From an optimization exercise on the open Yosys and OpenROAD flow, aimed at small area and a short achievable clock period; shortcuts taken in it are not production practice. Function was checked by simulation only, so behaviour that the tests miss may differ from the original. Power and IR drop assume default switching activity.

Design csr_unit, start of the top module:
module csr_unit (
  input  logic        clk_i,
  input  logic        rst_ni,
  input  logic        req_valid_i,
  output logic        req_ready_o,
  input  logic [1:0]  req_op_i,
  input  logic [11:0] req_addr_i,
  input  logic [31:0] req_wdata_i,
  output logic        rsp_valid_o,
  input  logic        rsp_ready_i,
  output logic [31:0] rsp_rdata_o,
  output logic        rsp_illegal_o,
  input  logic        trap_valid_i,
  input  logic [31:0] trap_cause_i,
  input  logic [31:0] trap_epc_i,
  input  logic [31:0] trap_tval_i,
  input  logic        mret_valid_i,
  input  logic        retire_i,
  output logic [31:0] mtvec_o,
  output logic [31:0] mepc_o,
  output logic        mstatus_mie_o
);
clock: 3.5 ns
lec_check: 0
cap_margin: 20
core_margin: 2
core_utilization: 40
setup_slack_margin: 1.4
slew_margin: 20
standard.sh (not shown) runs the stock make flow with config.mk's settings and CLKGATE_MAP_FILE= SYNTH_SCRIPT=/design/flow/synth_recipe.tcl, a recipe that flattens the netlist after the stock synthesis.
==> flow/flow/run.sh <==
#!/bin/bash
cp standard.sh std_copy.log
export BUFFER_PORTS_ARGS="-buffer_cell sky130_fd_sc_hd__buf_1"
bash standard.sh > standard_flow.log 2>&1
Next try:
--- a/flow/design.v
+++ b/flow/design.v
@@ -67,19 +67,20 @@
   localparam int S_MTVEC    = 4;
   localparam int S_MCNTINH  = 5;
   localparam int S_MSCRATCH = 6;
   localparam int S_MEPC     = 7;
   localparam int S_MCAUSE   = 8;
   localparam int S_MTVAL    = 9;
   localparam int S_MCYCLE   = 10;
   localparam int S_MINSTRET = 11;
   logic        slot_v_q;
-  logic [1:0]  op_q;
+  logic        op_w_q, op_s_q, op_c_q;   
+  logic        op_wr_q;                  
   logic [N_SEL-1:0] sel_q;
   logic [31:0] wdata_q;
   logic        rsp_v_q;
   logic [31:0] rsp_rdata_q;
   logic        rsp_ill_q;
   logic        stage_ready;
   logic        commit;
   logic        is_rd;
   logic [N_SEL-1:0] sel_d;
@@ -109,21 +110,30 @@
     endcase
   end
   always_ff @(posedge clk_i or negedge rst_ni) begin
     if (!rst_ni) begin
       slot_v_q <= 1'b0;
     end else if (req_ready_o) begin
       slot_v_q <= req_valid_i;
     end
   end
+  always_ff @(posedge clk_i or negedge rst_ni) begin
+    if (!rst_ni) begin
+      op_wr_q <= 1'b0;
+    end else if (req_ready_o) begin
+      op_wr_q <= req_valid_i && !is_rd;
+    end
+  end
   always_ff @(posedge clk_i) begin
     if (req_ready_o) begin
-      op_q    <= req_op_i;
+      op_w_q  <= (req_op_i == csr_pkg::CSR_OP_WRITE);
+      op_s_q  <= (req_op_i == csr_pkg::CSR_OP_SET);
+      op_c_q  <= (req_op_i == csr_pkg::CSR_OP_CLEAR);
       sel_q   <= sel_d;
       wdata_q <= req_wdata_i;
     end
   end
   logic        mstatus_mie_q;
   logic        mstatus_mpie_q;
   logic [31:0] mie_q;
   logic        mie_set_q;
   logic [31:2] mtvec_q;
@@ -166,42 +176,39 @@
   always_ff @(posedge clk_i) begin
     if (stage_ready) begin
       rsp_rdata_q <= rdata;
       rsp_ill_q   <= sel_q[S_ILL];
     end
   end
   assign rsp_valid_o   = rsp_v_q;
   assign rsp_rdata_o   = rsp_rdata_q;
   assign rsp_illegal_o = rsp_ill_q;
-  logic        wr, op_w, op_s, op_c;
+  logic        wr;
   logic        we_mstatus, we_mie, we_mtvec, we_mcntinh, we_mscratch;
   logic        we_mepc, we_mcause, we_mtval, we_mcycle, we_minstret;
-  assign wr   = commit && (op_q != csr_pkg::CSR_OP_READ);
-  assign op_w = (op_q == csr_pkg::CSR_OP_WRITE);
-  assign op_s = (op_q == csr_pkg::CSR_OP_SET);
-  assign op_c = (op_q == csr_pkg::CSR_OP_CLEAR);
+  logic [31:0] to1;    
+  logic [31:0] to0;    
+  assign wr  = stage_ready && op_wr_q;   
+  assign to1 = {32{op_w_q || op_s_q}} & wdata_q;
+  assign to0 = ({32{op_w_q}} & ~wdata_q) | ({32{op_c_q}} & wdata_q);
   assign we_mstatus  = wr && sel_q[S_MSTATUS];
   assign we_mie      = wr && sel_q[S_MIE];
   assign we_mtvec    = wr && sel_q[S_MTVEC];
   assign we_mcntinh  = wr && sel_q[S_MCNTINH];
   assign we_mscratch = wr && sel_q[S_MSCRATCH];
   assign we_mepc     = wr && sel_q[S_MEPC];
   assign we_mcause   = wr && sel_q[S_MCAUSE];
   assign we_mtval    = wr && sel_q[S_MTVAL];
   assign we_mcycle   = wr && sel_q[S_MCYCLE];
   assign we_minstret = wr && sel_q[S_MINSTRET];
   function automatic logic [31:0] upd(input logic [31:0] old, input logic we,
                                       input logic old_valid);
-    logic kill, clr, set;
-    kill = we && (op_w || !old_valid);
-    clr  = we && op_c;
-    set  = we && (op_w || op_s);
-    upd  = (old & ~({32{kill}} | ({32{clr}} & wdata_q))) | ({32{set}} & wdata_q);
+    upd = (old & ~({32{we}} & to0) & ~{32{we && !old_valid}}) | ({32{we}} & to1);
   endfunction
   logic [31:0] mstatus_w;
   logic [31:0] mstatus_n;
   logic [31:0] mcntinh_w;
   logic [31:0] mcntinh_n;
   logic [31:0] mtvec_n;
   logic [31:0] mepc_n;
   always_comb begin
     mstatus_w = '0;
@@ -253,20 +260,19 @@
     end
   end
   always_ff @(posedge clk_i) begin
     mie_q      <= upd(mie_q, we_mie, mie_set_q);
     mscratch_q <= upd(mscratch_q, we_mscratch, mscratch_set_q);
     mcause_q   <= trap_valid_i ? trap_cause_i : upd(mcause_q, we_mcause, mcause_set_q);
     mtval_q    <= trap_valid_i ? trap_tval_i  : upd(mtval_q, we_mtval, mtval_set_q);
   end
   logic [31:0] cnt_wv;
-  assign cnt_wv = csr_pkg::csr_apply(csr_pkg::csr_op_e'(op_q),
-                                     sel_q[S_MCYCLE] ? mcycle_q : minstret_q, wdata_q);
+  assign cnt_wv = ((sel_q[S_MCYCLE] ? mcycle_q : minstret_q) & ~to0) | to1;
   always_ff @(posedge clk_i or negedge rst_ni) begin
     if (!rst_ni) begin
       mcycle_q     <= '0;
       minstret_q   <= '0;
       cy_inhibit_q <= 1'b0;
       ir_inhibit_q <= 1'b0;
     end else begin
       if (we_mcycle) begin
         mcycle_q <= cnt_wv;
=> Final cell count climbs by 7.1%. Non-clock buffer count drops by 53. Via count climbs by 0.83%. Hold slack is better by 0.039 ns. Combinational power is higher by 9.0%. Global-route usage stays flat. Routed wire length goes down by 2.1%. Worst setup slack gains 0.18 ns. Fmax rose by 8.9%. Clock power hardly moves. Area after synthesis barely changes. Sequential share of layout area rose by 1.8 points. Sequential power is lower by about 2%.

-- re-timing with driven ports --
How much do the figures lean on ideal ports? The routed layouts below were timed once more, with nothing changed but the port constraints. Step 1 sets driving cells, clkbuf_16 on the clock port and buf_2 on the other inputs (assumed; they add their load-dependent delay and slew). Step 2 also shifts input and output timing later by t, the mid clock arrival at the registers, as if the neighbouring blocks saw the same clock. a / b / c = ideal / step 1 / step 2; a / b = the first two.
| run | t (ns) | setup WS [ns] | hold WS [ns] | slew at the worst register clock pin (ns) |
|---|---|---|---|---|
| the first run | 0.619 | 1.309 / 1.309 / 1.072 | 0.173 / 0.137 / 0.454 | 0.06 / 0.06 |
| the second run | 0.613 | 1.488 / 1.472 / 1.050 | 0.212 / 0.181 / 0.436 | 0.06 / 0.06 |
After both steps every run listed still meets setup and hold. For the second run, which loses most, drivers alone change the setup slack by -0.016 ns; drivers and shift together by -0.438 ns.
